Background: an optimization exercise with open tools, aiming at small area. Do not read the settings as production practice. The RTL was checked by simulation tests, not by an equivalence proof against the original design. Power figures rest on the tool's default switching activity, not on a simulated workload.

Design reg_file, start of the top module:
module reg_file
#(
   parameter int unsigned DATA_W = cpu_pkg::DATA_W,
   parameter int unsigned ADDR_W = cpu_pkg::ADDR_W
) (
   input  logic              clk,
   input  logic              rst,
   input  logic              we,
   input  logic [ADDR_W-1:0] wa,
   input  logic [DATA_W-1:0] wd,
   input  logic [ADDR_W-1:0] ra1,
   input  logic [ADDR_W-1:0] ra2,
   output logic [DATA_W-1:0] rd1,
   output logic [DATA_W-1:0] rd2
);
Size: roughly 3500 cells after synthesis, roughly 1000 flip-flops, roughly 110 I/O pins.
clock: 9.0 ns
lec_check: 0
cap_margin: 20
core_margin: 2
core_utilization: 35
slew_margin: 20
synth_hierarchical: 1
run.sh (not shown) runs the stock make flow with config.mk's settings and CLKGATE_MAP_FILE= SYNTH_SCRIPT=/design/flow/synth_recipe.tcl, a recipe that flattens the netlist after the stock synthesis.
The baseline produced a clean layout.
Change:
==> flow/flow/run.sh (new file) <==
#!/bin/bash
# The standard layout, with one change to clock tree synthesis: sinks
# are clustered into groups of up to 25 within 80 um, each driven by a
# clkbuf_16, and no dummy balancing loads are added. All output of the
# standard flow goes to standard.log (ORFS's per-step logs are under orfs/).
set -euo pipefail
export CTS_ARGS="-sink_clustering_enable -repair_clock_nets -sink_clustering_size 25 -sink_clustering_max_diameter 80 -buf_list sky130_fd_sc_hd__clkbuf_16 -dont_use_dummy_load"
bash standard.sh finish > standard.log 2>&1
==> flow/standard.sh (new file) <==
#!/bin/bash
# synth_recipe.tcl (not shown) runs the flow's synth.tcl, then flattens the netlist and writes it again
# the make line also repeats each setting of config.mk as NAME=value (left out here)
make -C /OpenROAD-flow-scripts/flow DESIGN_CONFIG=/design/flow/config.mk WORK_HOME=/design/flow/orfs CLKGATE_MAP_FILE= SYNTH_SCRIPT=/design/flow/synth_recipe.tcl "${@:-finish}"
--- a/flow/config.mk
+++ b/flow/config.mk
@@ -9,3 +9,3 @@
 export CORE_MARGIN = 2
-export CORE_UTILIZATION = 35
+export CORE_UTILIZATION = 60
 export SLEW_MARGIN = 20
removed: flow/run.sh
Worst setup slack degrades by 0.45 ns.
Non-clock buffer count rises by 66.
Sequential power barely changes.
Wire length falls by 3.4%.
Hold slack degrades by 0.0033 ns.
Cell area falls by 6.2%.
Maximum frequency falls by 5.5%.
Clock skew does not change.
Global-route usage rises by 19 points.
Synthesized area is unchanged.
Sequential cell count does not change.
Change:
==> flow/flow/run.sh (replaced) <==
#!/bin/bash
# The standard layout with two changes:
# - clock tree synthesis clusters sinks into groups of up to 28 within
#   85 um, each driven by a clkbuf_16, and adds no dummy balancing loads;
# - every input and output port still gets a buffer, but a buf_1 rather
#   than the flow's default choice; repair_design resizes it where needed.
# All output of the standard flow goes to standard.log (ORFS's per-step
# logs are under orfs/).
set -euo pipefail
export CTS_ARGS="-sink_clustering_enable -repair_clock_nets -sink_clustering_size 28 -sink_clustering_max_diameter 85 -buf_list sky130_fd_sc_hd__clkbuf_16 -dont_use_dummy_load"
export BUFFER_PORTS_ARGS="-buffer_cell sky130_fd_sc_hd__buf_1"
bash standard.sh finish > standard.log 2>&1
--- a/flow/config.mk
+++ b/flow/config.mk
@@ -7,6 +7,6 @@
 export LEC_CHECK = 0
-export CAP_MARGIN = 20
+export CAP_MARGIN = 10
 export CORE_MARGIN = 2
 export CORE_UTILIZATION = 60
-export SLEW_MARGIN = 20
+export SLEW_MARGIN = 10
 export SYNTH_HIERARCHICAL = 1
What happened:
- The changed run ran to the end with no violations
- sequential cell count stays the same
- wire length goes up by about 1.3%
- cell count is lower by about 0.6%
- die area stays the same
- worst setup slack gains 0.89 ns
- total power decreases by about 1.8%
- synthesized area is unchanged
- combinational power came out lower by about 5%
- sequential share of layout area climbs by 1.3 points
Change:
==> flow/flow/run.sh (replaced) <==
#!/bin/bash
# The standard layout with two changes:
# - clock tree synthesis clusters sinks into groups of up to 25 within
#   80 um, each driven by a clkbuf_16, and adds no dummy balancing loads;
# - every input and output port still gets a buffer, but a buf_1 rather
#   than the flow's default choice; repair_design resizes it where needed.
# All output of the standard flow goes to standard.log (ORFS's per-step
# logs are under orfs/).
set -euo pipefail
export CTS_ARGS="-sink_clustering_enable -repair_clock_nets -sink_clustering_size 25 -sink_clustering_max_diameter 80 -buf_list sky130_fd_sc_hd__clkbuf_16 -dont_use_dummy_load"
export BUFFER_PORTS_ARGS="-buffer_cell sky130_fd_sc_hd__buf_1"
bash standard.sh finish > standard.log 2>&1
Maximum frequency increases slightly.
Final cell count barely changes.
Worst hold slack hardly moves.
Change:
--- a/flow/flow/run.sh
+++ b/flow/flow/run.sh
@@ -5,3 +5,4 @@
 # - every input and output port still gets a buffer, but a buf_1 rather
-#   than the flow's default choice; repair_design resizes it where needed.
+#   than the flow's default choice; repair_design resizes it where needed;
+# - global routing offers the router less of met1 (flow/fastroute.tcl).
 # All output of the standard flow goes to standard.log (ORFS's per-step
@@ -10,2 +11,3 @@
 export CTS_ARGS="-sink_clustering_enable -repair_clock_nets -sink_clustering_size 25 -sink_clustering_max_diameter 80 -buf_list sky130_fd_sc_hd__clkbuf_16 -dont_use_dummy_load"
+export FASTROUTE_TCL="$(pwd)/flow/fastroute.tcl"
 export BUFFER_PORTS_ARGS="-buffer_cell sky130_fd_sc_hd__buf_1"
==> flow/flow/fastroute.tcl (new file) <==
# Global routing layers as in the platform's fastroute.tcl, but with less of
# met1's capacity offered to the global router, so that signal routes move
# up to met2-met4 and leave met1 to the cells' pin access.
set_global_routing_layer_adjustment $::env(MIN_ROUTING_LAYER)-$::env(MAX_ROUTING_LAYER) 0.2
set_global_routing_layer_adjustment met1 0.6

set_routing_layers -clock $::env(MIN_CLK_ROUTING_LAYER)-$::env(MAX_ROUTING_LAYER)
set_routing_layers -signal $::env(MIN_ROUTING_LAYER)-$::env(MAX_ROUTING_LAYER)
Combinational power barely changes.
Non-clock buffer count goes up by 6.
Final cell count hardly moves.
Setup slack loses 0.012 ns.
Total power is about the same.
Core utilization goes up by 0.26 points.
Routed wire length goes down slightly.
First-iteration DRC count goes down by well over a third.
Area after synthesis does not change.
Final area goes up slightly.

==> separate check: timing with driven ports <==
No port has a modelled driver above. Below, the same layouts with a new extraction and two added sets of constraints. Step 1, drivers: a clkbuf_16 drives clk and a buf_2 each remaining input, both assumed. Step 2 times the ports against the registers' clock, not the clock port: input delays grow and output delays shrink by t, the midpoint of the rising clock arrivals with the driver on. Three values: ideal, step 1, step 2; two values: the first two.
run	shift t [ns]	slack for setup (ns)	worst slew at a driven data input, ns	cell pins on the clock port's net
the first run	0.757	1.272 / 1.200 / 1.200	0.10	1
the second run	0.708	0.819 / 0.793 / 0.793	0.06	1
the third run	0.707	1.706 / 1.685 / 1.685	0.07	1
the fourth run	0.720	1.749 / 1.727 / 1.727	0.06	1
the fifth run	0.722	1.736 / 1.711 / 1.711	0.05	1
After both steps every run listed still meets setup and hold. For the first run, which loses most, drivers alone change the setup slack by -0.072 ns; drivers and shift together by -0.072 ns.
